This is an optimization exercise on Yosys and OpenROAD, whose aim is small area, a short achievable clock period and few clock cycles per item, not a production implementation.
At most, simulation tests tie the RTL to the original design; equivalence was not proved.
For run 7, only the layout was checked, not whether the RTL still works.
Power and IR drop assume default switching activity.

--- flow/constraint.sdc ---
create_clock -name core_clock -period 6.0 [get_ports {clk}]
set_input_delay 1.2000 -clock core_clock [delete_from_list [all_inputs] [get_ports {clk}]]
set_output_delay 1.2000 -clock core_clock [all_outputs]
set_load 0.01 [all_outputs]
--- flow/standard.sh ---
#!/bin/bash
# synth_recipe.tcl (not shown) runs the flow's synth.tcl, then flattens the netlist and writes it again
# the make line also repeats each setting of config.mk as NAME=value (left out here)
make -C /OpenROAD-flow-scripts/flow DESIGN_CONFIG=/design/flow/config.mk WORK_HOME=/design/flow/orfs CLKGATE_MAP_FILE= SYNTH_SCRIPT=/design/flow/synth_recipe.tcl "${@:-finish}"
--- flow/design.v ---
`timescale 1ns / 1ps
package pcrc64_pkg;
  localparam int CrcWidth    = 64;
  localparam int ByteWidth   = 8;
  localparam int CountWidth  = 32;
  localparam int CfgIdxWidth = 3;
  localparam logic [CrcWidth-1:0]   PolyReset   = 64'h42F0_E1EB_A9EA_3693;
  localparam logic [CrcWidth-1:0]   InitReset   = '0;
  localparam logic [CrcWidth-1:0]   XorOutReset = '0;
  function automatic logic [ByteWidth-1:0] flip8(input logic [ByteWidth-1:0] b);
    logic [ByteWidth-1:0] r;
    for (int i = 0; i < ByteWidth; i = i + 1) begin
      r[i] = b[ByteWidth-1-i];
    end
    flip8 = r;
  endfunction
  function automatic logic [CrcWidth-1:0] flip64(input logic [CrcWidth-1:0] v);
    logic [CrcWidth-1:0] r;
    for (int i = 0; i < CrcWidth; i = i + 1) begin
      r[i] = v[CrcWidth-1-i];
    end
    flip64 = r;
  endfunction
  function automatic logic [ByteWidth-1:1] qvec(input logic [CrcWidth-1:0] poly);
    logic [ByteWidth-1:0] q;
    q    = '0;
    q[0] = 1'b1;
    for (int j = 1; j < ByteWidth; j = j + 1) begin
      for (int i = 1; i <= j; i = i + 1) begin
        q[j] = q[j] ^ (poly[CrcWidth-i] & q[j-i]);
      end
    end
    qvec = q[ByteWidth-1:1];
  endfunction
  function automatic logic [ByteWidth-1:0] qapply(input logic [ByteWidth-1:1] q,
                                                  input logic [ByteWidth-1:0] u);
    logic [ByteWidth-1:0] f;
    for (int i = 0; i < ByteWidth; i = i + 1) begin
      f[i] = u[i];
      for (int k = 0; k < i; k = k + 1) begin
        f[i] = f[i] ^ (q[i-k] & u[k]);
      end
    end
    qapply = f;
  endfunction
  function automatic logic [ByteWidth-1:0] byte_share(input logic [ByteWidth-1:1] q,
                                                      input logic [ByteWidth-1:0] b);
    byte_share = qapply(q, flip8(b));
  endfunction
  function automatic logic [CrcWidth-1:0] crc_step8(input logic [CrcWidth-1:0]  crc,
                                                     input logic [ByteWidth-1:0] v,
                                                     input logic [CrcWidth-1:0]  poly,
                                                     input logic [ByteWidth-1:1] q);
    logic [ByteWidth-1:0] f;
    logic [CrcWidth-1:0]  r;
    f = qapply(q, flip8(crc[CrcWidth-1 -: ByteWidth])) ^ v;
    r = {crc[CrcWidth-ByteWidth-1:0], {ByteWidth{1'b0}}};
    for (int k = 0; k < ByteWidth; k = k + 1) begin
      r = r ^ ({CrcWidth{f[k]}} & (poly << (ByteWidth-1-k)));
    end
    crc_step8 = r;
  endfunction
endpackage
`timescale 1ns / 1ps
module pcrc64_front (
  input  logic                             clk,
  input  logic                             rst,
  input  logic                             s_axis_tvalid,
  output logic                             s_axis_tready,
  input  logic [pcrc64_pkg::ByteWidth-1:0] s_axis_tdata,
  input  logic                             s_axis_tuser,
  input  logic                             reflect_in,
  input  logic [pcrc64_pkg::ByteWidth-1:1] poly_q,
  output logic                             q_valid,
  input  logic                             q_ready,
  output logic                             q_kind,
  output logic [pcrc64_pkg::ByteWidth-1:0] q_data
);
  logic                             skid_valid;
  logic                             skid_kind;
  logic [pcrc64_pkg::ByteWidth-1:0] skid_data;
  logic                             push;
  logic                             advance;
  logic                             in_kind;
  logic [pcrc64_pkg::ByteWidth-1:0] in_data;
  assign s_axis_tready = !skid_valid;
  assign push          = s_axis_tvalid && !skid_valid;
  assign advance       = !q_valid || q_ready;
  assign in_kind       = s_axis_tuser;
  assign in_data       = pcrc64_pkg::byte_share(poly_q, reflect_in ? pcrc64_pkg::flip8(s_axis_tdata)
                                                                   : s_axis_tdata);
  always_ff @(posedge clk) begin
    if (rst) begin
      q_valid    <= 1'b0;
      skid_valid <= 1'b0;
    end else if (advance) begin
      q_valid    <= skid_valid || push;
      skid_valid <= 1'b0;
    end else if (push) begin
      skid_valid <= 1'b1;
    end
  end
  always_ff @(posedge clk) begin
    if (advance) begin
      q_kind <= skid_valid ? skid_kind : in_kind;
      q_data <= skid_valid ? skid_data : in_data;
    end
    if (push) begin
      skid_kind <= in_kind;
      skid_data <= in_data;
    end
  end
endmodule
`timescale 1ns / 1ps
module pcrc64_back (
  input  logic                                clk,
  input  logic                                rst,
  input  logic [pcrc64_pkg::CrcWidth-1:0]     polynomial,
  input  logic [pcrc64_pkg::ByteWidth-1:1]    poly_q,
  input  logic [pcrc64_pkg::CrcWidth-1:0]     initial_value,
  input  logic [pcrc64_pkg::CrcWidth-1:0]     xor_out,
  input  logic                                reflect_out,
  input  logic                                q_valid,
  output logic                                q_ready,
  input  logic                                q_kind,
  input  logic [pcrc64_pkg::ByteWidth-1:0]    q_data,
  output logic                                m_axis_tvalid,
  input  logic                                m_axis_tready,
  output logic [pcrc64_pkg::CrcWidth+pcrc64_pkg::CountWidth-1:0] m_axis_tdata
);
  logic [pcrc64_pkg::CrcWidth-1:0]   crc_register;
  logic [pcrc64_pkg::CountWidth-1:0] bytes_absorbed;
  logic                              take;
  assign q_ready = !m_axis_tvalid || m_axis_tready;
  assign take    = q_valid && q_ready;
  always_ff @(posedge clk) begin
    if (rst) begin
      crc_register   <= pcrc64_pkg::InitReset;
      bytes_absorbed <= '0;
      m_axis_tvalid  <= 1'b0;
    end else begin
      if (take) begin
        m_axis_tvalid <= 1'b1;
        if (q_kind) begin
          crc_register   <= initial_value;
          bytes_absorbed <= '0;
        end else begin
          crc_register   <= pcrc64_pkg::crc_step8(crc_register, q_data, polynomial, poly_q);
          if (!(&bytes_absorbed)) begin
            bytes_absorbed <= bytes_absorbed + 32'd1;
          end
        end
      end else if (m_axis_tready) begin
        m_axis_tvalid <= 1'b0;
      end
    end
  end
  assign m_axis_tdata = {bytes_absorbed,
                         (reflect_out ? pcrc64_pkg::flip64(crc_register) : crc_register) ^ xor_out};
endmodule
`timescale 1ns / 1ps
module parametric_crc64_engine (
  input  logic                                clk,
  input  logic                                rst,
  input  logic                                s_axis_tvalid,
  output logic                                s_axis_tready,
  input  logic [pcrc64_pkg::ByteWidth-1:0]    s_axis_tdata,   
  input  logic                                s_axis_tuser,   
  output logic                                m_axis_tvalid,
  input  logic                                m_axis_tready,
  output logic [pcrc64_pkg::CrcWidth+pcrc64_pkg::CountWidth-1:0] m_axis_tdata,
  input  logic                                cfg_valid,
  output logic                                cfg_ready,
  input  logic [pcrc64_pkg::CfgIdxWidth-1:0]  cfg_index,
  input  logic [pcrc64_pkg::CrcWidth-1:0]     cfg_data
);
  logic [pcrc64_pkg::CrcWidth-1:0]  polynomial;
  logic [pcrc64_pkg::CrcWidth-1:0]  initial_value;
  logic [pcrc64_pkg::CrcWidth-1:0]  xor_out;
  logic [pcrc64_pkg::ByteWidth-1:1] poly_q;
  logic                             reflect_in;
  logic                             reflect_out;
  logic                             q_valid;
  logic                             q_ready;
  logic                             q_kind;
  logic [pcrc64_pkg::ByteWidth-1:0] q_data;
  assign cfg_ready = 1'b1;
  always_ff @(posedge clk) begin
    if (rst) begin
      polynomial    <= pcrc64_pkg::PolyReset;
      initial_value <= pcrc64_pkg::InitReset;
      xor_out       <= pcrc64_pkg::XorOutReset;
      reflect_in    <= 1'b0;
      reflect_out   <= 1'b0;
    end else if (cfg_valid) begin
      case (cfg_index)
        3'd0: polynomial    <= cfg_data;
        3'd1: initial_value <= cfg_data;
        3'd2: xor_out       <= cfg_data;
        3'd3: reflect_in    <= cfg_data[0];
        3'd4: reflect_out   <= cfg_data[0];
        default: begin
        end
      endcase
    end
  end
  always_ff @(posedge clk) begin
    if (rst) begin
      poly_q <= pcrc64_pkg::qvec(pcrc64_pkg::PolyReset);
    end else if (cfg_valid && cfg_index == 3'd0) begin
      poly_q <= pcrc64_pkg::qvec(cfg_data);
    end
  end
  pcrc64_front u_front (
    .clk           (clk),
    .rst           (rst),
    .s_axis_tvalid (s_axis_tvalid),
    .s_axis_tready (s_axis_tready),
    .s_axis_tdata  (s_axis_tdata),
    .s_axis_tuser  (s_axis_tuser),
    .reflect_in    (reflect_in),
    .poly_q        (poly_q),
    .q_valid       (q_valid),
    .q_ready       (q_ready),
    .q_kind        (q_kind),
    .q_data        (q_data)
  );
  pcrc64_back u_back (
    .clk           (clk),
    .rst           (rst),
    .polynomial    (polynomial),
    .poly_q        (poly_q),
    .initial_value (initial_value),
    .xor_out       (xor_out),
    .reflect_out   (reflect_out),
    .q_valid       (q_valid),
    .q_ready       (q_ready),
    .q_kind        (q_kind),
    .q_data        (q_data),
    .m_axis_tvalid (m_axis_tvalid),
    .m_axis_tready (m_axis_tready),
    .m_axis_tdata  (m_axis_tdata)
  );
endmodule
--- flow/config.mk ---
export PLATFORM = sky130hd
export DESIGN_NAME = parametric_crc64_engine
export DESIGN_NICKNAME = parametric_crc64_engine
export VERILOG_FILES = /design/flow/design.v
export SDC_FILE = /design/flow/constraint.sdc
export NUM_CORES = 4
export LEC_CHECK = 0
export CAP_MARGIN = 20
export CORE_MARGIN = 2
export CORE_UTILIZATION = 60
export SETUP_SLACK_MARGIN = 2.9
export SLEW_MARGIN = 20
--- flow/flow/run.sh ---
#!/bin/bash
# Layout flow: the standard flow (standard.sh), with one change: the
# buffers that global placement puts on every input and output port are
# sky130_fd_sc_hd__buf_2 cells instead of the cell OpenROAD picks by default
# (clkdlybuf4s50_1, a slow delay buffer twice the area). Synthesis is the
# standard one, run first and unchanged. Each run's full output goes to a log
# file of its own in this folder; ORFS keeps its per-step logs under orfs/logs.
set -euo pipefail
bash standard.sh synth > synth.log 2>&1
BUFFER_PORTS_ARGS="-buffer_cell sky130_fd_sc_hd__buf_2" bash standard.sh > layout.log 2>&1
==> summary.txt, run 1 <==
Clock network
  – Clk sinks: 317
  – Root Buffer: clkbuf_16
  – Total CTS buffers: 38
  – Clock transition at the registers of the reported paths: 0.06 ns
  – Worst-Skew Late Latency: 0.57 ns
  – CTS max path bufs: 3
  – TritonCTS clock tree: yes
  – CTS H-Tree Depth: 2
  – CTS Hold Bufs: 0

Yosys
  – Xor-xnor portion of the synthesized cell area: 0.269
  – Avg Inst Size Synth: 7.45 µm²
  – Yosys warns: 3
  – Syn Inst Count: 2788
  – Largest family of logic cells by synthesized area: XOR/XNOR gates
  – Post-Synth Adder-Cell Area: 0.00241
  – Predominant post-synthesis flop cell: dfxtp_1
  – Async set-reset flop share out of synthesis: 0
  – Synth cell types: 47
  – Syn nets: 2873
  – Simple-gate share of the synthesized area: 0.233
  – Mux cell area share after synthesis: 0.0392
  – Synth Area in Compound Gates: 0.0912
  – Post-synth EDFFs: 18
  – Post-Synthesis Cell Area: 0.0208 mm²
  – Seq/Total Area, Yosys: 0.314
  – #FFs+latches synth: 317

Floorplan
  – Die footprint: 0.0361 mm²
  – Core Region: 0.0343 mm²
  – Std cell rows: 68
  – Die Height: 190 µm
  – Die X: 190 µm
  – I/O pin cnt: 180
  – Initial Utilization: 0.606

STA
  – Fmax: 318 MHz
  – Slew headroom: 0.319
  – Tcrit/Tclk final: 0.524
  – Final hold slack: 0.448 ns
  – Clk_skew: 0.0234 ns
  – RSZ-0062 raised after global routing: yes
  – Slew @ Worst Pin: 1.02 ns
  – Final setup viols: 0
  – Slew Viols, Final: 0
  – Number of hold violations in the final report: 0
  – Final setup TNS: 0 ns
  – Tmin final: 3.14 ns

Hold path
  – Hold path startpoint: initial_value[59]
  – Worst Hold Class: flip-flop to flip-flop

Detailed routing
  – DRC viols: 0
  – Starting DRT DRC Count: 1749
  – Post-Route WL: 64.7 mm
  – Vias/cell: 5.79
  – Vias: 19000
  – Routed Antenna Nets: 0
  – DRT Pass-1 Iters: 5
  – Routed wire length per instance: 19.7 µm

Critical path
  – CP delay by family, top: multiplexers
  – Crit path arrival time: 1.94 ns
  – Critical-path maximum fanout: 16
  – Critical path origin: reflect_out
  – Crit path buf inv count: 2
  – CP max-delay cell: mux2i_1
  – Critical Path End Type: output pin
  – Max incr delay on CP: 0.43 ns
  – CP Data Required Time: 4.80 ns
  – CP Launch Type: flip-flop
  – R2R Path Start: u_front.q_data[0]
  – Crit Path Category: flip-flop to output pin
  – Critical Path, Cell by Cell: buf_12 -> mux2i_1 -> xnor2_1 -> buf_2

Power and ir drop
  – Pleak: 8.78 nW
  – Peak VDD IR: 0.506 mV
  – Pwr/cell area: 665 mW/mm²

GRT
  – Number of global-route vias before repair: 17800
  – Initial antenna violation count: 0
  – Total grt overflow: 0
  – Global-route usage over all layers: 0.350
  – First-pass GRT wire length: 100 mm
  – Largest net degree at the start of global routing: 97

Finish
  – Layout net count: 2882
  – Synth-to-layout area growth: 11.5%
  – Antenna diode count: 0
  – Cell Count, Final, Fillers Out: 3281
  – Final Cell Area: 0.0232 mm²
  – Filler instances: 2988
  – Layout cells sized above 1: 0.116
  – Post-layout util: 0.676

Run status
  – Outcome: timing/DRC/antenna clean

Placed design
  – HPWL Detailed: 40.5 mm
  – Area after DPL: 0.0214 mm²
  – Routability cong.: 0.915
  – Number of port buffers: 178
  – Dpl cells: 3201

Run
  – Max-Cap Viols: 0
## synthesized netlist by cell type (2+ instances only)
library cell / number / area, µm²
xnor2_2: 2 / 32.5
nand3b_1: 34 / 255
a211o_1: 4 / 35.0
inv_1: 6 / 22.5
ha_1: 4 / 50.1
and2_1: 3 / 18.8
and3_1: 66 / 413
buf_2: 71 / 355
o22ai_1: 66 / 413
xnor3_1: 4 / 90.1
edfxtp_1: 18 / 541
o2111ai_1: 3 / 26.3
mux2i_1: 69 / 691
a211oi_1: 6 / 45.0
or3_1: 5 / 31.3
and4_1: 7 / 61.3
o22a_1: 2 / 17.5
xor2_1: 96 / 841
o21a_1: 2 / 15.0
o21ai_0: 18 / 90.1
nor3_1: 4 / 20.0
nand2b_1: 3 / 18.8
nor2_1: 52 / 195
nand3_1: 22 / 110
o211ai_1: 2 / 15.0
nand4_1: 13 / 81.3
buf_6: 5 / 56.3
a21oi_1: 237 / 1190
mux2_2: 11 / 124
nor4_1: 2 / 12.5
o221ai_1: 5 / 43.8
dfxtp_1: 299 / 5990
buf_1: 10 / 37.5
clkbuf_1: 151 / 567
or2_2: 4 / 25.0
xnor2_1: 525 / 4600
nor2b_1: 6 / 37.5
nand2_1: 942 / 3540
## cell type report
class	instances	area [µm²]	area share
Clock buffer	52	1100	0.0477
Clock inverter	17	277	0.0119
Inverter	7	26.3	0.00113
Multi-Input combinational cell	2229	13500	0.581
Sequential cell	317	6540	0.282
Tap cell	455	569	0.0246
Timing Repair Buffer	204	1210	0.0521
## where the power goes
part / leakage (nW) / internal, mW / switching, mW
Combinational: 5.51 / 4.79 / 5.31
Sequential: 2.61 / 2.34 / 0.421
Clock: 0.666 / 1.59 / 0.962
## sequential cells by signal, summed over array words and instances (netlist names)
signal / flops
u_front.q_valid: 1
u_back.m_axis_tvalid: 1
u_front.skid_valid: 1
u_front.skid_data: 8
xor_out: 64
initial_value: 64
poly_q: 7
u_front.skid_kind: 1
u_back.crc_register: 64
u_front.q_kind: 1
polynomial: 63
u_back.bytes_absorbed: 32
reflect_in: 1
reflect_out: 1
u_front.q_data: 8
## what timing repair did
| action | 4_1_cts | 5_1_grt |
|---|---|---|
| buffers inserted | 3 | 3 |
| pin swaps | 1 | 4 |
| gates resized for setup | 8 | 20 |
| setup endpoints to repair | 126 | 80 |
| gates cloned | 1 | 3 |
## worst register-to-register path: stages, from the launching register on
cell	delay, ns
edfxtp_1	0.57
xor2_4	0.58
buf_4	0.49
nand2_1	0.13
xnor2_1	0.36
xnor2_1	0.15
xnor2_1	0.24
xnor2_1	0.16
xnor2_1	0.14
o22ai_1	0.09
## cell families after synthesis
group	after synthesis
xor gates and xnor gates	628
DFF	317
buffers and inverters	246
adders and majority gates	4
AOI/OAI and AO/OA	346
other	1
and+or+nand+nor	1166
muxes	80
## through the flow
stage,setup WS (ns),power [mW]
floorplan,2.93,10.7
global placement,2.52,12.2
detailed placement,2.47,12.3
CTS,2.86,15.0
global route,2.85,16.3
finish,2.86,15.4
## path summary, 6_finish.rpt
check | end | cells past startpoint | slack (ns)
min | initial_value[59] | 2 | 0.45
max reg2reg | u_back.crc_register[42] | 9 | 2.95
min reg2reg | initial_value[59] | 2 | 0.45
max | m_axis_tdata[11] | 4 | 2.86
## layer usage
layer	GRT usage	vias up	routed length, µm
li1	-	8962	-
met3	0.0481	130	5020
met5	0	-	0
met4	0.139	0	2190
met1	0.484	9132	28300
met2	0.552	780	29200
## cell usage in the layout, fill, tap and decap left out, types with 4 or more instances in the layout
| cell type | instances |
|---|---|
| nand2_1 | 940 |
| xnor2_1 | 518 |
| dfxtp_1 | 294 |
| a21oi_1 | 237 |
| buf_2 | 177 |
| xor2_1 | 95 |
| o22ai_1 | 66 |
| and3_1 | 66 |
| mux2i_1 | 58 |
| nor2_1 | 50 |
| clkbuf_16 | 39 |
| nand3b_1 | 34 |
| nand3_1 | 22 |
| o21ai_0 | 18 |
| edfxtp_1 | 18 |
| buf_4 | 16 |
| nand4_1 | 13 |
| mux2_2 | 11 |
| mux2i_2 | 10 |
| clkbuf_8 | 9 |
| xnor2_2 | 8 |
| and4_1 | 7 |
| bufinv_16 | 7 |
| a211oi_1 | 6 |
| inv_1 | 6 |
| xnor3_4 | 6 |
| nor2b_1 | 5 |
| o221ai_1 | 5 |
| clkbuf_1 | 5 |
| buf_12 | 5 |
| a211o_1 | 4 |
| nor3_1 | 4 |
| or3_1 | 4 |
| ha_1 | 4 |
| clkinvlp_4 | 4 |
| dfxtp_2 | 4 |
Testbench counts, summed over its fixed seeds: cycles 19,264, items 19,200.
==> inputs of run 2 (changes only) <==
--- a/flow/design.v
+++ b/flow/design.v
@@ -185,24 +185,21 @@
   logic                             q_kind;
   logic [pcrc64_pkg::ByteWidth-1:0] q_data;
   assign cfg_ready = 1'b1;
-  always_ff @(posedge clk) begin
-    if (rst) begin
-      polynomial    <= pcrc64_pkg::PolyReset;
-      initial_value <= pcrc64_pkg::InitReset;
-      xor_out       <= pcrc64_pkg::XorOutReset;
-      reflect_in    <= 1'b0;
-      reflect_out   <= 1'b0;
-    end else if (cfg_valid) begin
-      case (cfg_index)
-        3'd0: polynomial    <= cfg_data;
-        3'd1: initial_value <= cfg_data;
-        3'd2: xor_out       <= cfg_data;
-        3'd3: reflect_in    <= cfg_data[0];
-        3'd4: reflect_out   <= cfg_data[0];
-        default: begin
-        end
-      endcase
-    end
+  logic [4:0] wr_load;
+  logic [4:0] wr_keep;
+  always_comb begin
+    for (int k = 0; k < 5; k = k + 1) begin
+      wr_load[k] = !rst && cfg_valid && (cfg_index == 3'(k));
+      wr_keep[k] = !rst && !(cfg_valid && (cfg_index == 3'(k)));
+    end
+  end
+  always_ff @(posedge clk) begin
+    polynomial    <= ({64{wr_load[0]}} & cfg_data) | ({64{wr_keep[0]}} & polynomial)
+                   | ({64{rst}} & pcrc64_pkg::PolyReset);
+    initial_value <= ({64{wr_load[1]}} & cfg_data) | ({64{wr_keep[1]}} & initial_value);
+    xor_out       <= ({64{wr_load[2]}} & cfg_data) | ({64{wr_keep[2]}} & xor_out);
+    reflect_in    <= (wr_load[3] & cfg_data[0]) | (wr_keep[3] & reflect_in);
+    reflect_out   <= (wr_load[4] & cfg_data[0]) | (wr_keep[4] & reflect_out);
   end
   always_ff @(posedge clk) begin
     if (rst) begin
--- a/flow/config.mk
+++ b/flow/config.mk
@@ -8,5 +8,5 @@
 export CAP_MARGIN = 20
 export CORE_MARGIN = 2
 export CORE_UTILIZATION = 60
-export SETUP_SLACK_MARGIN = 2.9
+export SETUP_SLACK_MARGIN = 3.2
 export SLEW_MARGIN = 20
==> run 2 against run 1 <==
Effect of this change:
- still clean on timing, DRC and antenna
- count of clock-buffer cells in the layout fell by 4
- maximum frequency grew 0.21%
- sequential power up 3%
- clock skew decreased by 0.0071 ns
- via count is 2.9% higher
- register-to-register slack improved by 0.30 ns
==> summary.txt, run 2 <==
Placed design
  – Routability cong.: 0.853
  – Area after DPL: 0.0213 mm²
  – Dpl cells: 3195
  – Number of port buffers: 178
  – Worst slack, placed: 2.53 ns
  – HPWL Detailed: 40.9 mm

Finish
  – Layout net count: 2897
  – Final Cell Area: 0.0238 mm²
  – Layout cells sized above 1: 0.139
  – Synth-to-layout area growth: 15.3%
  – Reg area: 0.00658 mm²
  – Post-layout util: 0.705
  – Area occupied by multi-input gates: 0.0139 mm²
  – Commonest non-fill, non-tap cell in the layout: nand2_1
  – Filler instances: 2798
  – Commonest non-fill, non-tap cells in the layout: nand2_1 (951), xnor2_1 (399), dfxtp_1 (288)
  – Cell Count, Final, Fillers Out: 3289

Yosys
  – Yosys warns: 3
  – Syn Inst Count: 2790
  – Predominant post-synthesis flop cell: dfxtp_1
  – Seq/Total Area, Yosys: 0.318
  – Top cells by area, synth: dfxtp_1 (29%), xnor2_1 (18%), nand2_1 (17%)
  – #FFs+latches synth: 318
  – Synth top area share: 0.291
  – Async set-reset flop share out of synthesis: 0
  – Top-count cell post-synth: nand2_1
  – Syn nets: 2875
  – Synth cell types: 45
  – Avg Inst Size Synth: 7.39 µm²
  – Synth area leader: dfxtp_1
  – Post-synth EDFFs: 18
  – Post-Synthesis Cell Area: 0.0206 mm²
  – Commonest cells post-synth: nand2_1 (954), xnor2_1 (425), dfxtp_1 (300), a21oi_1 (237), xor2_1 (193)

STA
  – Slew @ Worst Pin: 0.936 ns
  – Number of hold violations in the final report: 0
  – RSZ-0062 raised after global routing: yes
  – Final setup TNS: 0 ns
  – Clk_skew: 0.0162 ns
  – Tmin final: 3.14 ns
  – Fmax: 319 MHz
  – Final WS setup: 2.86 ns
  – Slew headroom: 0.376
  – Final setup viols: 0
  – Final hold slack: 0.451 ns
  – Tcrit/Tclk final: 0.523
  – Slew Viols, Final: 0

Critical path
  – Critical-path maximum fanout: 9
  – Max incr delay on CP: 0.50 ns
  – Crit path buf inv count: 2
  – Critical Path, Cell by Cell: buf_12 -> mux2i_1 -> xnor2_1 -> buf_2
  – Critical Path End Type: output pin
  – Worst Reg2Reg Path Length in Cells: 9
  – Crit path arrival time: 1.94 ns
  – CP Data Required Time: 4.80 ns
  – CP max-delay cell: dfxtp_4
  – Crit Path Category: flip-flop to output pin
  – Reg2reg setup slack: 3.25 ns
  – Crit path depth: 4
  – R2R Path Start: u_back.crc_register[56]
  – CP delay by family, top: flip-flops
  – FF-to-FF End: u_back.crc_register[34]
  – CP Launch Type: flip-flop

Power and ir drop
  – Combinational Power Share: 0.657
  – Int Pwr: 8.41 mW
  – Net Sw Power: 6.78 mW
  – Net Sw Frac: 0.446
  – Peak VDD IR: 0.566 mV
  – Pwr/cell area: 639 mW/mm²
  – Clock share of power: 0.156
  – Pleak: 9.30 nW
  – Reg power frac: 0.186
  – Total power draw: 15.2 mW

Run status
  – Outcome: timing/DRC/antenna clean

Clock network
  – TritonCTS clock tree: yes
  – Root Buffer: clkbuf_16
  – Clk sinks: 318
  – Clock transition at the registers of the reported paths: 0.06 ns
  – Worst-Skew Late Latency: 0.54 ns
  – CTS H-Tree Depth: 2
  – Total CTS buffers: 37
  – CTS max path bufs: 3

Detailed routing
  – Starting DRT DRC Count: 2128
  – DRT Pass-1 Iters: 7
  – Vias: 19600
  – Routed wire length per instance: 21.0 µm
  – Routed Antenna Nets: 0
  – Vias/cell: 5.94
  – Post-Route WL: 68.9 mm
  – DRC viols: 0

Floorplan
  – Std cell rows: 67
  – Die Height: 189 µm
  – I/O pin cnt: 180
  – Core Region: 0.0337 mm²
  – Die X: 189 µm
  – Die footprint: 0.0358 mm²
  – Initial Utilization: 0.612

Run
  – Max-Cap Viols: 0

GRT
  – First-pass GRT wire length: 105 mm
  – Global-route usage over all layers: 0.371
  – Total grt overflow: 0
  – Initial antenna violation count: 1
  – Largest net degree at the start of global routing: 90
  – Number of global-route vias before repair: 18600

Hold path
  – Hold path startpoint: initial_value[6]
  – Hold Path Stages: 2
  – Hold Path End: initial_value[6]
  – Worst Hold Class: flip-flop to flip-flop
-- run 2: how the worst max path moves through the flow --
stage / slack, ns / startpoint / end
3_3_place_gp: 2.60 / poly_q[1] / u_back.crc_register[15]
6_report: 2.86 / reflect_out / m_axis_tdata[48]
4_1_cts: 2.92 / reflect_out / m_axis_tdata[22]
2_1_floorplan: 3.06 / cfg_data[62] / poly_q[7]
3_5_place_dp: 2.53 / poly_q[1] / u_back.crc_register[28]
5_1_grt: 2.86 / reflect_out / m_axis_tdata[56]
-- run 2: cell families (layout without fill, tap and decap cells) --
group | count (synthesis) | count (layout) | share of synthesized area
AO/OA/AOI/OAI | 345 | 345 | 0.0902
buffers and inverters | 252 | 294 | 0.0498
adder cells (fa/ha/maj) | 4 | 4 | 0.00243
XOR/XNOR | 625 | 633 | 0.270
multiplexers | 81 | 81 | 0.0401
AND/OR/NAND/NOR | 1164 | 1164 | 0.229
other | 1 | 2 | 0.000182
flip-flops | 318 | 318 | 0.318
-- run 2: power groups by stage --
stage / clock network [mW] / logic, mW / registers, mW
floorplan: 0 / 7.65 / 2.53
global placement: 0 / 8.90 / 2.76
detailed placement: 0 / 9.02 / 2.76
CTS: 2.39 / 9.63 / 2.74
global route: 2.47 / 10.7 / 2.83
finish: 2.37 / 9.98 / 2.83
-- run 2: cell type report --
cell class,instances,share of cell area
antenna,1,0.000105
clock buffer,48,0.0446
clock inverter,19,0.00874
inverter,12,0.00221
multi-input combinational,2228,0.587
sequential,318,0.277
tap,448,0.0236
timing repair buffer,215,0.0571
-- run 2: repair_timing --
action | CTS | global route
pin swaps | 7 | 13
buffers inserted | 13 | 3
resized for setup | 62 | 72
cloned | 5 | 5
hold buffers | 0 | 0
endpoints found under the setup margin | 132 | 167
-- run 2: worst register-to-register path, delay by kind of cell (launching register included) --
kind,cells,cell delay (ns)
buffers and inverters,1,0.41
AO/OA/AOI/OAI,1,0.12
XOR/XNOR,6,1.33
AND/OR/NAND/NOR,1,0.23
flip-flops,1,0.52
-- run 2: layer usage --
| layer | GRT usage | part of all wire |
|---|---|---|
| met3 | 0.0712 | 0.11 |
| met4 | 0.167 | 0.038 |
| met2 | 0.575 | 0.45 |
| met5 | 0 | 0 |
| met1 | 0.503 | 0.41 |
Testbench counts of run 2, summed over its fixed seeds: cycles 19,264, items 19,200.
==> inputs of run 3 (changes only) <==
==> flow/flow/run.sh (replaced) <==
#!/bin/bash
# Layout flow: the standard flow (standard.sh) with two changes:
# - the buffers that global placement puts on every input and output port are
#   sky130_fd_sc_hd__buf_2 cells instead of the cell OpenROAD picks by default
#   (clkdlybuf4s50_1, a slow delay buffer twice the area);
# - clock tree synthesis builds the tree from clkbuf_8 cells, in clusters of
#   up to 16 sinks at most 60 um across, and inserts no
#   dummy loads (otherwise the standard arguments).
# Synthesis is the standard one, run first and unchanged. Each run's full
# output goes to a log file of its own in this folder; ORFS keeps its
# per-step logs under orfs/logs.
set -euo pipefail
bash standard.sh synth > synth.log 2>&1
export BUFFER_PORTS_ARGS="-buffer_cell sky130_fd_sc_hd__buf_2"
export CTS_ARGS="-sink_clustering_enable -repair_clock_nets -dont_use_dummy_load -buf_list sky130_fd_sc_hd__clkbuf_8 -sink_clustering_size 16 -sink_clustering_max_diameter 60"
bash standard.sh > layout.log 2>&1
--- a/flow/config.mk
+++ b/flow/config.mk
@@ -8,5 +8,5 @@
 export CAP_MARGIN = 20
 export CORE_MARGIN = 2
 export CORE_UTILIZATION = 60
-export SETUP_SLACK_MARGIN = 3.2
+export SETUP_SLACK_MARGIN = 2.9
 export SLEW_MARGIN = 20
==> run 3 against run 2 <==
Effect of this change:
- hold slack better by 0.0042 ns
- die area unchanged
- register-to-register slack worse by 0.26 ns
- clock power down 49%
- design area down 3.0%
- power down 7.8%
- synthesized area unchanged
- first-iteration DRC count down 3.5%
- synthesized cell count unchanged
- sequential power about the same
- count of clock-buffer cells in the layout down 17
- critical endpoint is now m_axis_tdata[47]
- highest routed layer unchanged
==> summary.txt, run 3 <==
Yosys
  – Avg Inst Size Synth: 7.39 µm²
  – Synth area leader: dfxtp_1
  – Yosys warns: 3
  – #FFs+latches synth: 318
  – Top cells by area, synth: dfxtp_1 (29%), xnor2_1 (18%), nand2_1 (17%)
  – Top-count cell post-synth: nand2_1
  – Post-Synthesis Cell Area: 0.0206 mm²
  – Synth cell types: 45
  – Synth top area share: 0.291
  – Commonest cells post-synth: nand2_1 (954), xnor2_1 (425), dfxtp_1 (300), a21oi_1 (237), xor2_1 (193)
  – Async set-reset flop share out of synthesis: 0
  – Syn Inst Count: 2790
  – Syn nets: 2875
  – Post-synth EDFFs: 18
  – Predominant post-synthesis flop cell: dfxtp_1
  – Seq/Total Area, Yosys: 0.318

STA
  – Final setup viols: 0
  – Slew @ Worst Pin: 1.05 ns
  – Number of hold violations in the final report: 0
  – RSZ-0062 raised after global routing: yes
  – Fmax: 310 MHz
  – Final setup TNS: 0 ns
  – Slew headroom: 0.297
  – Tcrit/Tclk final: 0.538
  – Slew Viols, Final: 0
  – Clk_skew: 0.0564 ns
  – Tmin final: 3.23 ns

Finish
  – Commonest non-fill, non-tap cells in the layout: nand2_1 (952), xnor2_1 (396), dfxtp_1 (292)
  – Commonest non-fill, non-tap cell in the layout: nand2_1
  – Cell Count, Final, Fillers Out: 3258
  – Layout net count: 2895
  – Layout cells sized above 1: 0.135
  – Reg area: 0.00656 mm²
  – Area occupied by multi-input gates: 0.0140 mm²
  – Post-layout util: 0.684
  – Filler instances: 2905
  – Synth-to-layout area growth: 11.8%

GRT
  – Global-route usage over all layers: 0.363
  – First-pass GRT wire length: 103 mm
  – Total grt overflow: 0
  – Busiest metal layer after global routing: met2
  – Met1 Usage GRT: 0.510
  – Largest net degree at the start of global routing: 81
  – Number of global-route vias before repair: 17900
  – Initial antenna violation count: 1
  – GRT met3 Usage: 0.0526
  – GR Util met2: 0.569

Floorplan
  – Die footprint: 0.0358 mm²
  – Initial Utilization: 0.612
  – I/O pin cnt: 180
  – Die Height: 189 µm
  – Die X: 189 µm
  – Std cell rows: 67
  – Core Region: 0.0337 mm²

Placed design
  – Number of port buffers: 178
  – HPWL Detailed: 41.0 mm
  – Dpl cells: 3195
  – Routability cong.: 0.884

Critical path
  – Crit Path Category: flip-flop to output pin
  – Critical Path End Type: output pin
  – CP Data Required Time: 4.80 ns
  – Crit path arrival time: 2.03 ns
  – Critical-path maximum fanout: 9
  – CP Launch Type: flip-flop

Clock network
  – CTS H-Tree Depth: 1
  – Clock transition at the registers of the reported paths: 0.09 ns
  – Total CTS buffers: 31
  – Root Buffer: clkbuf_8
  – CTS Hold Bufs: 0
  – TritonCTS clock tree: yes
  – Worst-Skew Late Latency: 0.66 ns
  – Clk sinks: 318
  – CTS max path bufs: 3

Detailed routing
  – Vias/cell: 5.91
  – Routed wire length per instance: 20.9 µm
  – Post-Route WL: 68.1 mm
  – DRC viols: 0
  – DRT Pass-1 Iters: 5
  – Vias: 19300
  – Starting DRT DRC Count: 2054
  – Routed Antenna Nets: 0

Power and ir drop
  – Pleak: 8.93 nW
  – Peak VDD IR: 0.452 mV
  – Total power draw: 14.0 mW
  – Pwr/cell area: 607 mW/mm²

Hold path
  – Worst Hold Class: flip-flop to flip-flop

Run
  – Max-Cap Viols: 0

Run status
  – Outcome: timing/DRC/antenna clean
-- run 3: cell counts after synthesis --
Identical to the previous run, type by type.
-- run 3: report_power, final --
group | total (mW) | switching, mW | internal, mW
registers | 2.84 | 0.501 | 2.34
logic | 9.96 | 5.36 | 4.59
clock network | 1.20 | 0.742 | 0.456
total | 14.0 | 6.61 | 7.39
-- run 3: final timing paths --
kind                                               from                       to  slack (ns)  cells after the start
worst max-delay path                        reflect_out         m_axis_tdata[47]        2.77                      5
worst min-delay path                  initial_value[55]        initial_value[55]        0.45                      2
worst max register to register  u_back.crc_register[57]  u_back.crc_register[61]        2.99                      8
worst min register to register        initial_value[55]        initial_value[55]        0.45                      2
-- run 3: per-stage QoR --
step	hold slack (ns)	setup slack [ns]	instance area, µm²
final	0.455	2.77	23100
after detailed placement	0.444	2.49	21300
after CTS	0.453	2.76	22300
after floorplan	0.431	2.90	20600
after global routing	0.467	2.74	23000
after global placement	0.438	2.54	21300
-- run 3: logic make-up after synthesis --
group | after synthesis | synth area share
fa+ha+maj | 4 | 0.00243
simple gates | 1164 | 0.229
compound gates | 345 | 0.0902
other cells | 1 | 0.000182
buf+inv | 252 | 0.0498
mux | 81 | 0.0401
xor+xnor | 625 | 0.270
flops | 318 | 0.318
-- run 3: routing by layer --
layer	wire (µm)	vias to the layer above
met2	30100	1031
met3	6900	158
li1	-	8926
met4	2920	0
met5	0	-
met1	28200	9151
-- run 3: final cells by class --
type,instances,share of cell area
Clock buffer,31,0.0185
Inverter,12,0.00195
Tap cell,448,0.0243
Antenna cell,2,0.000217
Multi-Input combinational cell,2227,0.608
Timing Repair Buffer,220,0.0619
Sequential cell,318,0.285
-- run 3: critical path: stages (launching register included) --
cell     delay, ns
dfxtp_4       0.42
buf_6         0.16
buf_16        0.17
mux2i_1       0.24
xnor2_1       0.19
buf_2         0.19
-- run 3: repair_timing --
action,4_1_cts,5_1_grt
pin swaps,4,15
endpoints found under the setup margin,128,115
gates cloned,5,6
setup buffers,9,8
gates resized for setup,57,84
==> inputs of run 4 (changes only) <==
==> flow/flow/run.sh (replaced) <==
#!/bin/bash
# Layout flow: the standard flow (standard.sh) with two changes:
# - the buffers that global placement puts on every input and output port are
#   sky130_fd_sc_hd__buf_2 cells instead of the cell OpenROAD picks by default
#   (clkdlybuf4s50_1, a slow delay buffer twice the area);
# - clock tree synthesis builds the tree from clkbuf_8 cells and inserts no
#   dummy loads (otherwise the standard arguments).
# Synthesis is the standard one, run first and unchanged. Each run's full
# output goes to a log file of its own in this folder; ORFS keeps its
# per-step logs under orfs/logs.
set -euo pipefail
bash standard.sh synth > synth.log 2>&1
export BUFFER_PORTS_ARGS="-buffer_cell sky130_fd_sc_hd__buf_2"
export CTS_ARGS="-sink_clustering_enable -repair_clock_nets -dont_use_dummy_load -buf_list sky130_fd_sc_hd__clkbuf_8"
bash standard.sh > layout.log 2>&1
--- a/flow/config.mk
+++ b/flow/config.mk
@@ -7,6 +7,7 @@
 export LEC_CHECK = 0
 export CAP_MARGIN = 20
 export CORE_MARGIN = 2
-export CORE_UTILIZATION = 60
+export CORE_UTILIZATION = 70
+export PLACE_DENSITY = 0.75
 export SETUP_SLACK_MARGIN = 2.9
 export SLEW_MARGIN = 20
==> run 4 against run 3 <==
Effect of this change:
- first-iteration DRC count grew 23%
- via count increased by 2.4%
- maximum frequency is 0.14% higher
- clock power increased by 32%
- critical path type unchanged
- critical path depth is the same
- design area decreased by 0.67%
==> summary.txt, run 4 <==
Run status
  – Outcome: timing/DRC/antenna clean

STA
  – Clk_skew: 0.0441 ns
  – Fmax: 310 MHz
  – Final hold slack: 0.451 ns
  – Slew @ Worst Pin: 1.05 ns
  – Final setup viols: 0
  – Tcrit/Tclk final: 0.537
  – Tmin final: 3.22 ns
  – Final setup TNS: 0 ns
  – Slew Viols, Final: 0
  – Number of hold violations in the final report: 0
  – RSZ-0062 raised after global routing: yes
  – Slew headroom: 0.299

Floorplan
  – Core Region: 0.0289 mm²
  – Die X: 176 µm
  – Std cell rows: 62
  – Die footprint: 0.0308 mm²
  – I/O pin cnt: 180
  – Die Height: 176 µm
  – Initial Utilization: 0.714

GRT
  – Total grt overflow: 0
  – First-pass GRT wire length: 98.3 mm
  – Initial antenna violation count: 0
  – Global-route usage over all layers: 0.398
  – Largest net degree at the start of global routing: 111
  – Number of global-route vias before repair: 18400

Finish
  – Layout net count: 2910
  – Synth-to-layout area growth: 11.1%
  – Commonest non-fill, non-tap cell in the layout: nand2_1
  – Filler instances: 2080
  – Cell Count, Final, Fillers Out: 3207
  – Commonest non-fill, non-tap cells in the layout: nand2_1 (952), xnor2_1 (407), dfxtp_1 (295)
  – Layout cells sized above 1: 0.131
  – Antenna diode count: 0

Clock network
  – CTS H-Tree Depth: 2
  – Root Buffer: clkbuf_8
  – CTS max path bufs: 3
  – TritonCTS clock tree: yes
  – Clk sinks: 318
  – Total CTS buffers: 52
  – Clock transition at the registers of the reported paths: 0.06 ns
  – Worst-Skew Late Latency: 0.60 ns

Placed design
  – HPWL Detailed: 39.3 mm
  – Number of port buffers: 178
  – Routability cong.: 0.923
  – Dpl cells: 3131

Yosys
  – Seq/Total Area, Yosys: 0.318
  – Avg Inst Size Synth: 7.39 µm²
  – Top cells by area, synth: dfxtp_1 (29%), xnor2_1 (18%), nand2_1 (17%)
  – Post-synth EDFFs: 18
  – #FFs+latches synth: 318
  – Synth top area share: 0.291
  – Synth area leader: dfxtp_1
  – Predominant post-synthesis flop cell: dfxtp_1
  – Yosys warns: 3
  – Syn Inst Count: 2790
  – Syn nets: 2875
  – Top-count cell post-synth: nand2_1
  – Synth cell types: 45
  – Commonest cells post-synth: nand2_1 (954), xnor2_1 (425), dfxtp_1 (300), a21oi_1 (237), xor2_1 (193)
  – Post-Synthesis Cell Area: 0.0206 mm²
  – Async set-reset flop share out of synthesis: 0

Critical path
  – CP Launch Type: flip-flop
  – CP max-delay cell: dfxtp_4
  – Crit Path Category: flip-flop to output pin
  – Critical Path End Type: output pin
  – Crit path arrival time: 2.02 ns
  – Critical-path maximum fanout: 9
  – CP Data Required Time: 4.80 ns
  – Max incr delay on CP: 0.41 ns
  – Critical Path, Cell by Cell: buf_4 -> buf_12 -> mux2i_2 -> xnor2_1 -> buf_2
  – Reg2reg setup slack: 2.82 ns

Power and ir drop
  – Peak VDD IR: 0.712 mV
  – Pleak: 8.93 nW
  – Pwr/cell area: 618 mW/mm²

Detailed routing
  – WL met2: 29.2 mm
  – WL met3: 8.15 mm
  – DRT Pass-1 Iters: 8
  – Top sig layer: met4
  – Routed wire length per instance: 20.3 µm
  – Post-Route WL: 65.0 mm
  – Routed Antenna Nets: 0
  – Metal-1 WL: 24.9 mm
  – Starting DRT DRC Count: 2521
  – DRC viols: 0
  – Vias: 19700
  – Vias/cell: 6.15

Run
  – Max-Cap Viols: 0

Hold path
  – Worst Hold Class: flip-flop to flip-flop
[run 4: worst paths after layout]
path                      startpoint                       to  cells after the start
max                      reflect_out         m_axis_tdata[11]                      5
min                initial_value[20]        initial_value[20]                      2
max reg2reg  u_back.crc_register[63]  u_back.crc_register[37]                      8
min reg2reg        initial_value[20]        initial_value[20]                      2
[run 4: final cells by class]
class / count / area, µm² / area share
repair buffers: 217 / 1380 / 0.0603
clock buffers: 52 / 716 / 0.0313
multi-input cells: 2224 / 13700 / 0.599
flip-flops and latches: 318 / 6560 / 0.286
inverters: 12 / 45.0 / 0.00197
well taps: 384 / 480 / 0.0210
[run 4: through the flow]
step,worst slack (ns),instance area (µm²),util,power (mW)
after global routing,2.79,22900,0.793,14.9
after detailed placement,2.39,21200,0.736,11.8
final,2.78,22900,0.793,14.1
after floorplan,2.90,20600,-,10.2
after CTS,2.82,22200,0.770,13.6
after global placement,2.40,21200,0.735,11.6
[run 4: repair_timing]
item                       4_1_cts  5_1_grt
pin swaps                        3        7
setup endpoints to repair      126      111
gates resized for setup         27       73
buffers inserted                 4       12
hold buffers                     0        0
cloned                           4        4
[run 4: logic make-up after synthesis]
| family | count (synthesis) | share of synthesized area |
|---|---|---|
| multiplexers | 81 | 0.0401 |
| AND/OR/NAND/NOR | 1164 | 0.229 |
| other | 1 | 0.000182 |
| AO/OA/AOI/OAI | 345 | 0.0902 |
| flip-flops | 318 | 0.318 |
| buffers and inverters | 252 | 0.0498 |
| XOR/XNOR | 625 | 0.270 |
| adder cells (fa/ha/maj) | 4 | 0.00243 |
[run 4: critical path, delay by kind of cell, from the launching register on]
family                 cells  cell delay, ns
flip-flops                 1            0.41
multiplexers               1            0.39
buffers and inverters      3            0.45
XOR/XNOR                   1            0.18
[run 4: routing by layer]
layer	global-route usage	vias to the layer above
met5	0	-
met4	0.171	0
met1	0.521	9276
met3	0.0831	227
met2	0.638	1285
li1	-	8944
[run 4: where the power goes]
group          total [mW]  internal [mW]  switching, mW
Combinational        9.76           4.45           5.31
Clock                1.58          0.761          0.819
Sequential           2.81           2.35          0.460
Total                14.1           7.56           6.59
==> inputs of run 5 (changes only) <==
--- a/flow/config.mk
+++ b/flow/config.mk
@@ -7,7 +7,6 @@
 export LEC_CHECK = 0
 export CAP_MARGIN = 20
 export CORE_MARGIN = 2
-export CORE_UTILIZATION = 70
-export PLACE_DENSITY = 0.75
+export CORE_UTILIZATION = 60
 export SETUP_SLACK_MARGIN = 2.9
 export SLEW_MARGIN = 20
==> run 5 against run 4 <==
Effect of this change:
- still clean
- die area increased by 16%
- clock skew up 0.013 ns
- clock power rose by 3%
- final cell count increased by 2.7%
- via count about the same
- critical path type unchanged
- critical endpoint is now m_axis_tdata[35]
- highest routed layer unchanged
==> summary.txt, run 5 <==
Run status
  – Outcome: timing/DRC/antenna clean

Clock network
  – Clock transition at the registers of the reported paths: 0.05 ns
  – Worst-Skew Late Latency: 0.65 ns
  – Root Buffer: clkbuf_8
  – CTS max path bufs: 3
  – TritonCTS clock tree: yes
  – CTS H-Tree Depth: 2
  – Clk sinks: 318
  – Total CTS buffers: 54

Power and ir drop
  – Pleak: 9.31 nW
  – Net Sw Power: 6.89 mW
  – Net Sw Frac: 0.465
  – Int Pwr: 7.92 mW
  – Peak VDD IR: 0.482 mV
  – Combinational Power Share: 0.696
  – Reg power frac: 0.194
  – Clock share of power: 0.110
  – Pwr/cell area: 624 mW/mm²

Finish
  – Post-layout util: 0.704
  – Layout net count: 2930
  – Layout cells sized above 1: 0.150
  – Commonest non-fill, non-tap cell in the layout: nand2_1
  – Synth-to-layout area growth: 15.1%
  – Commonest non-fill, non-tap cells in the layout: nand2_1 (952), xnor2_1 (386), dfxtp_1 (291)

GRT
  – Largest net degree at the start of global routing: 81
  – First-pass GRT wire length: 105 mm
  – Initial antenna violation count: 2
  – Total grt overflow: 0
  – Number of global-route vias before repair: 18100
  – Global-route usage over all layers: 0.372

Detailed routing
  – Routed Antenna Nets: 0
  – DRT Pass-1 Iters: 7
  – Vias: 19700
  – Routed wire length per instance: 21.7 µm
  – DRC viols: 0
  – Vias/cell: 5.99
  – Starting DRT DRC Count: 2271
  – Post-Route WL: 71.3 mm

Yosys
  – Syn nets: 2875
  – Post-synth EDFFs: 18
  – #FFs+latches synth: 318
  – Yosys warns: 3
  – Post-Synthesis Cell Area: 0.0206 mm²
  – Top-count cell post-synth: nand2_1
  – Synth top area share: 0.291
  – Predominant post-synthesis flop cell: dfxtp_1
  – Synth area leader: dfxtp_1
  – Synth cell types: 45
  – Commonest cells post-synth: nand2_1 (954), xnor2_1 (425), dfxtp_1 (300), a21oi_1 (237), xor2_1 (193)
  – Top cells by area, synth: dfxtp_1 (29%), xnor2_1 (18%), nand2_1 (17%)
  – Syn Inst Count: 2790
  – Avg Inst Size Synth: 7.39 µm²
  – Seq/Total Area, Yosys: 0.318
  – Async set-reset flop share out of synthesis: 0

STA
  – Tcrit/Tclk final: 0.547
  – RSZ-0062 raised after global routing: yes
  – Clk_skew: 0.0574 ns
  – Slew @ Worst Pin: 0.992 ns
  – Final setup TNS: 0 ns
  – Number of hold violations in the final report: 0
  – Slew headroom: 0.338
  – Final setup viols: 0
  – Tmin final: 3.28 ns
  – Slew Viols, Final: 0
  – Fmax: 304 MHz

Placed design
  – Number of port buffers: 178
  – HPWL Detailed: 41.0 mm
  – Routability cong.: 0.884

Floorplan
  – I/O pin cnt: 180
  – Die Height: 189 µm
  – Initial Utilization: 0.612
  – Die X: 189 µm
  – Std cell rows: 67
  – Die footprint: 0.0358 mm²
  – Core Region: 0.0337 mm²

Run
  – Max-Cap Viols: 0

Critical path
  – Crit path arrival time: 2.08 ns
  – Critical path origin: reflect_out
  – Critical Path End Type: output pin
  – CP Data Required Time: 4.80 ns
  – Crit Path Category: flip-flop to output pin
  – R2R Path Start: u_back.crc_register[57]
  – CP Launch Type: flip-flop
  – Reg2reg setup slack: 2.95 ns
  – Critical-path maximum fanout: 16
  – Worst Reg2Reg Path Length in Cells: 8

Hold path
  – Worst Hold Class: flip-flop to flip-flop
  – Hold Path Stages: 2
  – Hold path startpoint: initial_value[56]
## run 5: through the flow
stage	setup slack (ns)	cell area (µm²)	instances	power [mW]	hold WS (ns)
detailed placement	2.49	21300	3195	11.8	0.444
global placement	2.54	21300	3195	11.7	0.438
floorplan	2.90	20600	2790	10.2	0.431
CTS	2.80	22600	3264	13.8	0.450
global route	2.63	23700	3292	15.6	0.464
finish	2.72	23700	3293	14.8	0.452
## run 5: power groups by stage
stage	combinational [mW]	sequential (mW)	clock, mW
3_5_place_dp	9.04	2.76	0
5_1_grt	11.0	2.86	1.74
4_1_cts	9.42	2.76	1.65
6_report	10.3	2.87	1.63
3_3_place_gp	8.90	2.76	0
2_1_floorplan	7.64	2.53	0
## run 5: worst paths after layout
path | endpoint
worst max-delay path | m_axis_tdata[35]
worst min-delay path | initial_value[56]
worst max register to register | u_back.crc_register[60]
worst min register to register | initial_value[56]
## run 5: per-layer routing
metal  wire (µm)  track usage  part of all wire
met4        3580        0.159             0.050
met3        7900       0.0638              0.11
met1       28600        0.512              0.40
met5           0            0                 0
met2       31300        0.574              0.44
## run 5: layout make-up
class | instances | area (µm²)
Inverter | 12 | 45.0
Multi-Input combinational cell | 2230 | 14300
Clock buffer | 54 | 743
Sequential cell | 318 | 6560
Tap cell | 448 | 561
Timing Repair Buffer | 229 | 1560
Fill cell | 2823 | 9970
Antenna cell | 2 | 5.00
## run 5: kinds of logic after synthesis
kind of cell	Yosys count	synth area share
AOI/OAI and AO/OA	345	0.0902
other	1	0.000182
and+or+nand+nor	1164	0.229
buffers and inverters	252	0.0498
adders and majority gates	4	0.00243
muxes	81	0.0401
xor gates and xnor gates	625	0.270
DFF	318	0.318
## run 5: timing repair
item / 4_1_cts / 5_1_grt
cloned: 6 / 8
hold buffers: 0 / 0
pin swaps: 6 / 21
gates resized for setup: 67 / 100
setup buffers: 9 / 17
setup endpoints to repair: 128 / 127
## run 5: critical path: stages (launching register included)
cell and delay (ns):
dfxtp_4 0.38, buf_12 0.14, buf_16 0.21, mux2i_1 0.33, xnor2_1 0.19, buf_2 0.17
==> inputs of run 6 (changes only) <==
--- a/flow/design.v
+++ b/flow/design.v
@@ -185,21 +185,24 @@
   logic                             q_kind;
   logic [pcrc64_pkg::ByteWidth-1:0] q_data;
   assign cfg_ready = 1'b1;
-  logic [4:0] wr_load;
-  logic [4:0] wr_keep;
-  always_comb begin
-    for (int k = 0; k < 5; k = k + 1) begin
-      wr_load[k] = !rst && cfg_valid && (cfg_index == 3'(k));
-      wr_keep[k] = !rst && !(cfg_valid && (cfg_index == 3'(k)));
-    end
-  end
-  always_ff @(posedge clk) begin
-    polynomial    <= ({64{wr_load[0]}} & cfg_data) | ({64{wr_keep[0]}} & polynomial)
-                   | ({64{rst}} & pcrc64_pkg::PolyReset);
-    initial_value <= ({64{wr_load[1]}} & cfg_data) | ({64{wr_keep[1]}} & initial_value);
-    xor_out       <= ({64{wr_load[2]}} & cfg_data) | ({64{wr_keep[2]}} & xor_out);
-    reflect_in    <= (wr_load[3] & cfg_data[0]) | (wr_keep[3] & reflect_in);
-    reflect_out   <= (wr_load[4] & cfg_data[0]) | (wr_keep[4] & reflect_out);
+  always_ff @(posedge clk) begin
+    if (rst) begin
+      polynomial    <= pcrc64_pkg::PolyReset;
+      initial_value <= pcrc64_pkg::InitReset;
+      xor_out       <= pcrc64_pkg::XorOutReset;
+      reflect_in    <= 1'b0;
+      reflect_out   <= 1'b0;
+    end else if (cfg_valid) begin
+      case (cfg_index)
+        3'd0: polynomial    <= cfg_data;
+        3'd1: initial_value <= cfg_data;
+        3'd2: xor_out       <= cfg_data;
+        3'd3: reflect_in    <= cfg_data[0];
+        3'd4: reflect_out   <= cfg_data[0];
+        default: begin
+        end
+      endcase
+    end
   end
   always_ff @(posedge clk) begin
     if (rst) begin
==> run 6 against run 5 <==
Effect of this change:
- clock skew shrank 0.0081 ns
- final cell count down 0.79%
- register-to-register slack about the same
- global-route usage fell by 2.4 points
- count of clock-buffer cells in the layout is the same
- clock power about the same
- non-clock buffer count shrank 25
- power fell by 2.2%
- via count down 3.7%
- setup slack gained 0.11 ns
- largest cell class unchanged
==> summary.txt, run 6 <==
Run status
  – Outcome: timing/DRC/antenna clean

Detailed routing
  – Post-Route WL: 65.3 mm
  – Vias/cell: 5.81
  – Routed wire length per instance: 20.0 µm
  – DRT Pass-1 Iters: 7
  – Starting DRT DRC Count: 1790
  – Vias: 19000
  – Routed Antenna Nets: 0
  – DRC viols: 0

Hold path
  – Worst Hold Class: flip-flop to flip-flop

Clock network
  – Clock transition at the registers of the reported paths: 0.06 ns
  – Root Buffer: clkbuf_8
  – Total CTS buffers: 54
  – CTS H-Tree Depth: 2
  – CTS max path bufs: 3
  – TritonCTS clock tree: yes
  – CTS Hold Bufs: 0
  – Clk sinks: 317
  – Worst-Skew Late Latency: 0.65 ns

Finish
  – Commonest non-fill, non-tap cell in the layout: nand2_1
  – Synth-to-layout area growth: 10.2%
  – Filler instances: 2982
  – Post-layout util: 0.668
  – Layout net count: 2899
  – Antenna diode count: 0
  – Cell Count, Final, Fillers Out: 3267
  – Layout cells sized above 1: 0.126
  – Top flop regs: initial_value (64), u_back.crc_register (64), xor_out (64)
  – Commonest non-fill, non-tap cells in the layout: nand2_1 (940), xnor2_1 (511), dfxtp_1 (294)
  – Final Cell Area: 0.0229 mm²

Yosys
  – Seq/Total Area, Yosys: 0.314
  – Yosys warns: 3
  – Syn Inst Count: 2788
  – Top cells by area, synth: dfxtp_1 (29%), xnor2_1 (22%), nand2_1 (17%)
  – Predominant post-synthesis flop cell: dfxtp_1
  – Synth top area share: 0.288
  – Post-Synthesis Cell Area: 0.0208 mm²
  – Synth area leader: dfxtp_1
  – Post-synth EDFFs: 18
  – Commonest cells post-synth: nand2_1 (942), xnor2_1 (525), dfxtp_1 (299), a21oi_1 (237), clkbuf_1 (151)
  – Top-count cell post-synth: nand2_1
  – Avg Inst Size Synth: 7.45 µm²
  – #FFs+latches synth: 317
  – Async set-reset flop share out of synthesis: 0
  – Synth cell types: 47
  – Syn nets: 2873

Power and ir drop
  – Pwr/cell area: 633 mW/mm²
  – Peak VDD IR: 0.523 mV
  – Pleak: 8.63 nW

Floorplan
  – Core Region: 0.0343 mm²
  – Die Height: 190 µm
  – Die footprint: 0.0361 mm²
  – Std cell rows: 68
  – Initial Utilization: 0.606
  – Die X: 190 µm
  – I/O pin cnt: 180

Critical path
  – Crit path buf inv count: 2
  – Critical Path, Cell by Cell: buf_16 -> mux2i_2 -> xnor2_1 -> buf_2
  – Crit Path Category: flip-flop to output pin
  – Worst Reg2Reg Path Length in Cells: 8
  – Reg2reg setup slack: 2.94 ns
  – CP Data Required Time: 4.80 ns
  – CP delay by family, top: buffers and inverters
  – Critical Path End: m_axis_tdata[18]
  – CP Launch Type: flip-flop
  – R2R Path Start: u_back.crc_register[63]
  – Crit path arrival time: 1.98 ns
  – Crit path depth: 4
  – Critical path origin: reflect_out
  – Max incr delay on CP: 0.42 ns
  – Critical-path maximum fanout: 17
  – Critical Path End Type: output pin
  – FF-to-FF End: u_back.crc_register[56]
  – CP max-delay cell: dfxtp_4

GRT
  – Largest net degree at the start of global routing: 97
  – Global-route usage over all layers: 0.348
  – Number of global-route vias before repair: 17800
  – Initial antenna violation count: 0
  – First-pass GRT wire length: 99.8 mm
  – Total grt overflow: 0

STA
  – Tcrit/Tclk final: 0.530
  – RSZ-0062 raised after global routing: yes
  – Clk_skew: 0.0492 ns
  – Final setup viols: 0
  – Fmax: 315 MHz
  – Slew Viols, Final: 0
  – Slew headroom: 0.316
  – Final setup TNS: 0 ns
  – Number of hold violations in the final report: 0
  – Slew @ Worst Pin: 1.02 ns
  – Tmin final: 3.18 ns

Placed design
  – Number of port buffers: 178
  – HPWL Detailed: 40.5 mm
  – Dpl cells: 3201
  – Area after DPL: 0.0214 mm²
  – Routability cong.: 0.915

Run
  – Max-Cap Viols: 0
-- run 6: cell types whose count changed in the layout (fill, tap and decap cells not counted), moves of 13 or more --
cell	change
buf_4	-13
mux2i_1	+16
mux2i_4	-22
xor2_1	-97
xnor2_2	-21
xnor2_1	+125
nand3_1	-27
nand3b_1	+33
-- run 6: layer usage --
layer  wire (µm)  global-route usage  vias to the layer above
met5           0                   0                        -
met4        2080               0.134                        0
met3        5530              0.0446                      124
met2       29600               0.544                      785
met1       28000               0.489                     9114
li1            -                   -                     8963
-- run 6: cells by family (layout without fill, tap and decap cells) --
group | Yosys count | after routing | synth area share
AO/OA/AOI/OAI | 346 | 346 | 0.0912
buffers and inverters | 246 | 265 | 0.0512
adder cells (fa/ha/maj) | 4 | 4 | 0.00241
other | 1 | 1 | 0.000180
AND/OR/NAND/NOR | 1166 | 1166 | 0.233
flip-flops | 317 | 317 | 0.314
XOR/XNOR | 628 | 633 | 0.269
multiplexers | 80 | 80 | 0.0392
-- run 6: per-stage QoR --
step,setup slack [ns],power (mW),hold slack [ns]
after CTS,2.82,14.1,0.449
after global placement,2.52,12.2,0.437
after floorplan,2.93,10.7,0.432
after global routing,2.79,15.4,0.459
final,2.82,14.5,0.449
after detailed placement,2.47,12.3,0.442
-- run 6: power by group --
group	switching [mW]	internal [mW]	total, mW
registers	0.478	2.34	2.82
logic	5.28	4.76	10.0
clock network	0.833	0.789	1.62
-- run 6: timing repair --
item,4_1_cts,5_1_grt
setup buffers,4,1
endpoints found under the setup margin,126,122
cloned,0,6
pin swaps,1,3
resized for setup,47,38
hold endpoints to repair,0,0
-- run 6: final cells by class --
type	instances	area, µm²	area share
Timing Repair Buffer	204	1210	0.0528
Tap cell	455	569	0.0249
Clock buffer	54	743	0.0324
Multi-Input combinational cell	2230	13800	0.603
Sequential cell	317	6540	0.285
Inverter	7	26.3	0.00115
-- run 6: how the worst min path moves through the flow --
stage	slack, ns	start	cells past startpoint	endpoint
global route	0.46	initial_value[13]	2	initial_value[13]
finish	0.45	initial_value[15]	2	initial_value[15]
CTS	0.45	initial_value[59]	2	initial_value[59]
floorplan	0.43	initial_value[10]	2	initial_value[10]
global placement	0.44	initial_value[22]	2	initial_value[22]
detailed placement	0.44	initial_value[59]	2	initial_value[59]
-- run 6: tightest hold or removal path: stages (launching register included) --
cell	delay, ns
dfxtp_1	0.30
nand2_1	0.05
a21oi_1	0.05
Testbench counts of run 6, summed over its fixed seeds: cycles 19,264, items 19,200.
==> inputs of run 7 (changes only) <==
--- a/flow/design.v
+++ b/flow/design.v
@@ -76,38 +76,23 @@
   output logic                             q_kind,
   output logic [pcrc64_pkg::ByteWidth-1:0] q_data
 );
-  logic                             skid_valid;
-  logic                             skid_kind;
-  logic [pcrc64_pkg::ByteWidth-1:0] skid_data;
-  logic                             push;
-  logic                             advance;
-  logic                             in_kind;
-  logic [pcrc64_pkg::ByteWidth-1:0] in_data;
-  assign s_axis_tready = !skid_valid;
-  assign push          = s_axis_tvalid && !skid_valid;
-  assign advance       = !q_valid || q_ready;
-  assign in_kind       = s_axis_tuser;
-  assign in_data       = pcrc64_pkg::byte_share(poly_q, reflect_in ? pcrc64_pkg::flip8(s_axis_tdata)
-                                                                   : s_axis_tdata);
+  logic push;
+  assign s_axis_tready = !q_valid || q_ready;
+  assign push          = s_axis_tvalid && s_axis_tready;
   always_ff @(posedge clk) begin
     if (rst) begin
-      q_valid    <= 1'b0;
-      skid_valid <= 1'b0;
-    end else if (advance) begin
-      q_valid    <= skid_valid || push;
-      skid_valid <= 1'b0;
+      q_valid <= 1'b0;
     end else if (push) begin
-      skid_valid <= 1'b1;
-    end
-  end
-  always_ff @(posedge clk) begin
-    if (advance) begin
-      q_kind <= skid_valid ? skid_kind : in_kind;
-      q_data <= skid_valid ? skid_data : in_data;
-    end
+      q_valid <= 1'b1;
+    end else if (q_ready) begin
+      q_valid <= 1'b0;
+    end
+  end
+  always_ff @(posedge clk) begin
     if (push) begin
-      skid_kind <= in_kind;
-      skid_data <= in_data;
+      q_kind <= s_axis_tuser;
+      q_data <= pcrc64_pkg::byte_share(poly_q, reflect_in ? pcrc64_pkg::flip8(s_axis_tdata)
+                                                          : s_axis_tdata);
     end
   end
 endmodule
@@ -185,24 +170,21 @@
   logic                             q_kind;
   logic [pcrc64_pkg::ByteWidth-1:0] q_data;
   assign cfg_ready = 1'b1;
-  always_ff @(posedge clk) begin
-    if (rst) begin
-      polynomial    <= pcrc64_pkg::PolyReset;
-      initial_value <= pcrc64_pkg::InitReset;
-      xor_out       <= pcrc64_pkg::XorOutReset;
-      reflect_in    <= 1'b0;
-      reflect_out   <= 1'b0;
-    end else if (cfg_valid) begin
-      case (cfg_index)
-        3'd0: polynomial    <= cfg_data;
-        3'd1: initial_value <= cfg_data;
-        3'd2: xor_out       <= cfg_data;
-        3'd3: reflect_in    <= cfg_data[0];
-        3'd4: reflect_out   <= cfg_data[0];
-        default: begin
-        end
-      endcase
-    end
+  logic [4:0] wr_load;
+  logic [4:0] wr_keep;
+  always_comb begin
+    for (int k = 0; k < 5; k = k + 1) begin
+      wr_load[k] = !rst && cfg_valid && (cfg_index == 3'(k));
+      wr_keep[k] = !rst && !(cfg_valid && (cfg_index == 3'(k)));
+    end
+  end
+  always_ff @(posedge clk) begin
+    polynomial    <= ({64{wr_load[0]}} & cfg_data) | ({64{wr_keep[0]}} & polynomial)
+                   | ({64{rst}} & pcrc64_pkg::PolyReset);
+    initial_value <= ({64{wr_load[1]}} & cfg_data) | ({64{wr_keep[1]}} & initial_value);
+    xor_out       <= ({64{wr_load[2]}} & cfg_data) | ({64{wr_keep[2]}} & xor_out);
+    reflect_in    <= (wr_load[3] & cfg_data[0]) | (wr_keep[3] & reflect_in);
+    reflect_out   <= (wr_load[4] & cfg_data[0]) | (wr_keep[4] & reflect_out);
   end
   always_ff @(posedge clk) begin
     if (rst) begin
==> run 7 against run 6 <==
Effect of this change:
- sequential power decreased by 2%
- synthesized cell count is 1.8% lower
- via count down 2.2%
- clock power hardly changed
- routed wire length shrank 2.2%
- critical path depth up 1
- non-clock buffer count grew 13
- register-to-register slack worse by 0.06 ns
- first-iteration DRC count increased by 8.7%
==> summary.txt, run 7 <==
GRT
  – Met1 Usage GRT: 0.475
  – Total grt overflow: 0
  – GR Util met2: 0.549

Detailed routing
  – Routed wire length per instance: 19.8 µm
  – Post-Route WL: 63.8 mm
  – DRC viols: 0
  – Vias: 18600
  – Vias/cell: 5.76

Power and ir drop
  – Clock share of power: 0.120
  – Net Sw Power: 6.11 mW
  – Pwr/cell area: 590 mW/mm²
  – Peak VDD IR: 0.456 mV

Finish
  – Commonest non-fill, non-tap cell in the layout: nand2_1
  – Reg area: 0.00627 mm²
  – Layout cells sized above 1: 0.134
  – Filler instances: 2925
  – Area occupied by multi-input gates: 0.0136 mm²
  – Cell Count, Final, Fillers Out: 3223
  – Commonest non-fill, non-tap cells in the layout: nand2_1 (948), xnor2_1 (401), dfxtp_1 (291)

Floorplan
  – Std cell rows: 67

Run status
  – Outcome: timing/DRC/antenna clean

Clock network
  – CTS max path bufs: 3
  – Clk sinks: 308
  – TritonCTS clock tree: yes
  – Worst-Skew Late Latency: 0.63 ns
  – Total CTS buffers: 54

Critical path
  – CP Launch Type: flip-flop
  – Crit path arrival time: 2.00 ns
  – Crit path buf inv count: 3
  – Critical-path maximum fanout: 5
  – Max incr delay on CP: 0.41 ns
  – Reg2reg setup slack: 2.88 ns
  – Worst Reg2Reg Path Length in Cells: 8
  – Critical path origin: reflect_out

Yosys
  – Commonest cells post-synth: nand2_1 (949), xnor2_1 (423), dfxtp_1 (299), a21oi_1 (229), xor2_1 (210)
  – Async set-reset flop share out of synthesis: 0
  – Avg Inst Size Synth: 7.34 µm²
  – Syn Inst Count: 2738
  – Yosys warns: 3
  – Top cells by area, synth: dfxtp_1 (30%), xnor2_1 (18%), nand2_1 (18%)
  – Predominant post-synthesis flop cell: dfxtp_1

STA
  – Slew @ Worst Pin: 1.06 ns
  – Fmax: 313 MHz
  – Number of hold violations in the final report: 0
  – Final setup viols: 0
  – Slew headroom: 0.294

Hold path
  – Worst Hold Class: flip-flop to flip-flop
  – Hold Path Stages: 2

Placed design
  – HPWL Detailed: 39.4 mm
## run 7: changes by cell type in the layout (fill, tap and decap cells not counted), moves of 9 or more
cell	delta
mux2i_1	-9
xnor2_1	-110
nand3b_1	-32
nand3_1	+29
xor2_1	+114
edfxtp_1	-9
o21ai_0	-9
## run 7: how the worst max path moves through the flow
stage	endpoint	slack, ns	depth (start not counted)
5_1_grt	m_axis_tdata[49]	2.78	5
3_5_place_dp	u_back.bytes_absorbed[8]	2.59	8
2_1_floorplan	poly_q[7]	2.90	14
4_1_cts	m_axis_tdata[40]	2.83	5
6_report	m_axis_tdata[17]	2.80	5
3_3_place_gp	u_back.bytes_absorbed[3]	2.63	8
## run 7: logic make-up after synthesis
logic type / share of synthesized area
other: 0.000187
multiplexers: 0.0373
flip-flops: 0.311
AO/OA/AOI/OAI: 0.0852
adder cells (fa/ha/maj): 0.00249
AND/OR/NAND/NOR: 0.231
XOR/XNOR: 0.283
buffers and inverters: 0.0492
## run 7: metal layers
metal,vias to the layer above,share of wire
met5,-,0
met2,829,0.46
li1,8737,-
met3,114,0.091
met4,0,0.026
met1,8893,0.43
## run 7: cell type report
cell class | instances | area share
Multi-Input combinational cell | 2191 | 0.601
Tap cell | 448 | 0.0248
Clock buffer | 54 | 0.0329
Inverter | 5 | 0.000832
Timing Repair Buffer | 217 | 0.0629
Sequential cell | 308 | 0.278
## run 7: power by group through the flow
stage / clock network [mW] / registers, mW / logic (mW)
after floorplan: 0 / 2.45 / 7.19
after global placement: 0 / 2.68 / 8.37
after detailed placement: 0 / 2.68 / 8.48
after CTS: 1.62 / 2.66 / 8.58
after global routing: 1.72 / 2.76 / 9.65
final: 1.60 / 2.75 / 8.96
## run 7: what timing repair did
action | CTS | global route
pin swaps | 4 | 15
resized for setup | 34 | 88
gates cloned | 2 | 9
setup endpoints to repair | 88 | 118
setup buffers | 5 | 6
## run 7: worst register-to-register path, stage by stage, from the launching register on
cell and delay (ns):
dfxtp_1 0.60, nand2_1 0.18, xnor2_2 0.44, xnor3_4 0.79, nand2_1 0.17, xnor2_1 0.13
xnor3_1 0.41, o211ai_1 0.16, a21oi_1 0.08
## run 7: per-stage QoR
step / setup WS (ns) / instance area [µm²] / utilization / power [mW]
2_1_floorplan: 2.90 / 20100 / - / 9.63
3_3_place_gp: 2.63 / 20800 / 0.625 / 11.0
3_5_place_dp: 2.59 / 20800 / 0.625 / 11.2
4_1_cts: 2.83 / 21800 / 0.655 / 12.9
5_1_grt: 2.78 / 22600 / 0.678 / 14.1
6_report: 2.80 / 22600 / 0.678 / 13.3
